This design comes from an exercise in tuning for small area, a short achievable clock period and few clock cycles per item on the open sky130 flow, not from production work.
Only simulation tests tie the RTL to the original design; equivalence was not proved.

## run 1
Design block_quantizer, start of the top module:
module block_quantizer (
	input  logic        clk,
	input  logic        arst_n,
	input  logic [95:0] in_row,
	input  logic        in_valid,
	output logic        in_ready,
	output logic [96:0] out_beat,
	output logic        out_valid,
	input  logic        out_ready
);
	logic go;
	logic c1, c2, e1;
	logic rdy, ovl;
	logic c1_n, c2_n;
	logic push, pop;
	logic [2:0] row_cnt;
	assign go = !c2;
	assign in_ready = rdy;
	always_ff @(posedge clk or negedge arst_n)
	begin
		if (!arst_n)
			row_cnt <= '0;
		else if (in_valid && go)
			row_cnt <= row_cnt + 3'd1;
	end
	logic v0;
	logic [2:0] r0;
	logic [95:0] x0;
	always_ff @(posedge clk or negedge arst_n)
	begin
		if (!arst_n)
			v0 <= 1'b0;
		else if (go)
			v0 <= in_valid;
	end
	always_ff @(posedge clk)
	begin
		if (go)
		begin
			x0 <= in_row;
			r0 <= row_cnt;
		end
	end
	logic [8:0] q0;
	qlane0 i_lane0 (.r(r0), .x(x0[11:0]), .q(q0));
	logic [8:0] q1;
	qlane1 i_lane1 (.r(r0), .x(x0[23:12]), .q(q1));
	logic [8:0] q2;
	qlane2 i_lane2 (.r(r0), .x(x0[35:24]), .q(q2));
	logic [8:0] q3;
	qlane3 i_lane3 (.r(r0), .x(x0[47:36]), .q(q3));
	logic [8:0] q4;
	qlane4 i_lane4 (.r(r0), .x(x0[59:48]), .q(q4));
	logic [8:0] q5;
	qlane5 i_lane5 (.r(r0), .x(x0[71:60]), .q(q5));
	logic [8:0] q6;
	qlane6 i_lane6 (.r(r0), .x(x0[83:72]), .q(q6));
	logic [8:0] q7;
	qlane7 i_lane7 (.r(r0), .x(x0[95:84]), .q(q7));
	logic [64:0] res;
	assign res = {q7[6:0], q6[6:0], q5[6:0], q4[7:0], q3[7:0], q2[8:0], q1[8:0], q0[8:0], (r0 == 3'd7)};
	assign push = go && v0;
  ...
Size: roughly 200 I/O pins.
clock: 24.0 ns
lec_check: 0
cap_margin: 20
core_margin: 2
core_utilization: 40
slew_margin: 20
setup_slack_margin: 17.8
standard.sh (not shown) runs the stock make flow with config.mk's settings and CLKGATE_MAP_FILE= SYNTH_SCRIPT=/design/flow/synth_recipe.tcl, a recipe that flattens the netlist after the stock synthesis.
==> flow/flow/run.sh <==
#!/bin/bash
# The standard layout (standard synthesis included), with two changes:
#  - after synthesis, flow/polarity.py removes inverters around full adders
#    (full adders are self-dual, so inverting all three inputs inverts both
#    outputs); flip-flops and the function are unchanged;
#  - ORFS's repair_timing is asked to leave extra setup slack, so that the
#    achieved period shrinks. The SDC is the standard flow's.
set -e
cd "$(dirname "$0")/.."
W=$PWD
R=$W/orfs/results/sky130hd/block_quantizer/base
echo "export SETUP_SLACK_MARGIN = 17.8" >> config.mk
bash standard.sh $R/1_2_yosys.v > synth.log 2>&1
cp $R/1_2_yosys.v $W/1_2_yosys.standard.v
python3 flow/polarity.py $W/1_2_yosys.standard.v $R/1_2_yosys.v > polarity.log 2>&1
bash standard.sh > standard.log 2>&1
Other scripts of this flow, unchanged in this note and not shown: flow/flow/polarity.py
Testbench counts of run 1, summed over its fixed seeds: cycles 8,208, rows 8,192.
Relative to run 1, the following input files were edited for run 2:
-- flow/config.mk --
<<< run 1, line 8
>>> run 2, line 8
export ABC_AREA = 1
<<< run 1, line 10
export CORE_UTILIZATION = 40
>>> run 2, line 11
export CORE_UTILIZATION = 60
### Flow results
Run 2 completed; timing, DRC and antenna clean. Run comparison: run 1 startpoint of the most critical setup path ob[57]$_DFFE_PP_; run 2 startpoint of the most critical setup path ob[50]$_DFFE_PP_. From run 1 to run 2 the numbers moved as follows: total core area lost 35%.
Relative to run 2, the following input files were edited for run 3:
-- flow/config.mk --
<<< run 2, line 8
export ABC_AREA = 1
>>> run 3, line 8
<<< run 2, line 11
export CORE_UTILIZATION = 60
>>> run 3, line 10
export CORE_UTILIZATION = 70
Diff run 2 -> run 3: width of the die saw a decrease, worst hold slack saw an increase, number of clock buffers in the layout saw a decrease. For the non-clock buffer count, run 3 came in about 15% higher than run 2 did.
Inputs modified between run 3 and run 4:
-- flow/config.mk --
<<< run 3, line 10
export CORE_UTILIZATION = 70
>>> run 4, line 10
export CORE_UTILIZATION = 60
==> results.txt <==
Between run 3 and run 4, the total routed wirelength does not differ in any meaningful way. Run 4 vs. run 3: fmax up 1.3 MHz; register clock-pin slew on the reported worst setup and hold paths ~0 delta; post-layout utilization of the core lower. Of run 4 and run 3, run 3 shows the lower CTS buffer count, with run 4 above it. Total track usage is lower on run 4. Relative to run 3, setup slack after layout increased by 0.053 ns in run 4. Start point of the critical path: ob[64]$_DFFE_PP_ -> run 3, ob[27]$_DFFE_PP_ -> run 4. Sequential share of layout area delta (run 3 -> run 4): insignificant.

-- separate check: timing with driven ports --
In the flow no input, the clock included, has a driving cell. The finished layouts below were timed again as built, in two steps.
Step 1 assumes that a clkbuf_16 drives the clock port and a buf_2 every other input.
Step 2 also shifts input and output timing later by t, the mid clock arrival at the registers, as if the neighbouring blocks saw the same clock.
Slacks: ideal / step 1 / step 2; pairs: ideal / step 1.
| run | t (ns) | slack for setup (ns) | latest minus earliest clock arrival (ns) | worst slew at a driven data input, ns |
|---|---|---|---|---|
| run 1 | 0.662 | 17.747 / 17.682 / 17.454 | 0.022 / 0.022 | 0.06 |
| run 2 | 0.661 | 17.739 / 17.675 / 17.253 | 0.029 / 0.030 | 0.04 |
| run 3 | 0.638 | 17.663 / 17.601 / 17.489 | 0.034 / 0.034 | 0.04 |
| run 4 | 0.661 | 17.716 / 17.651 / 17.268 | 0.021 / 0.021 | 0.05 |
After both steps every run listed still meets setup and hold. For run 2, which loses most, drivers alone change the setup slack by -0.064 ns; drivers and shift together by -0.486 ns.
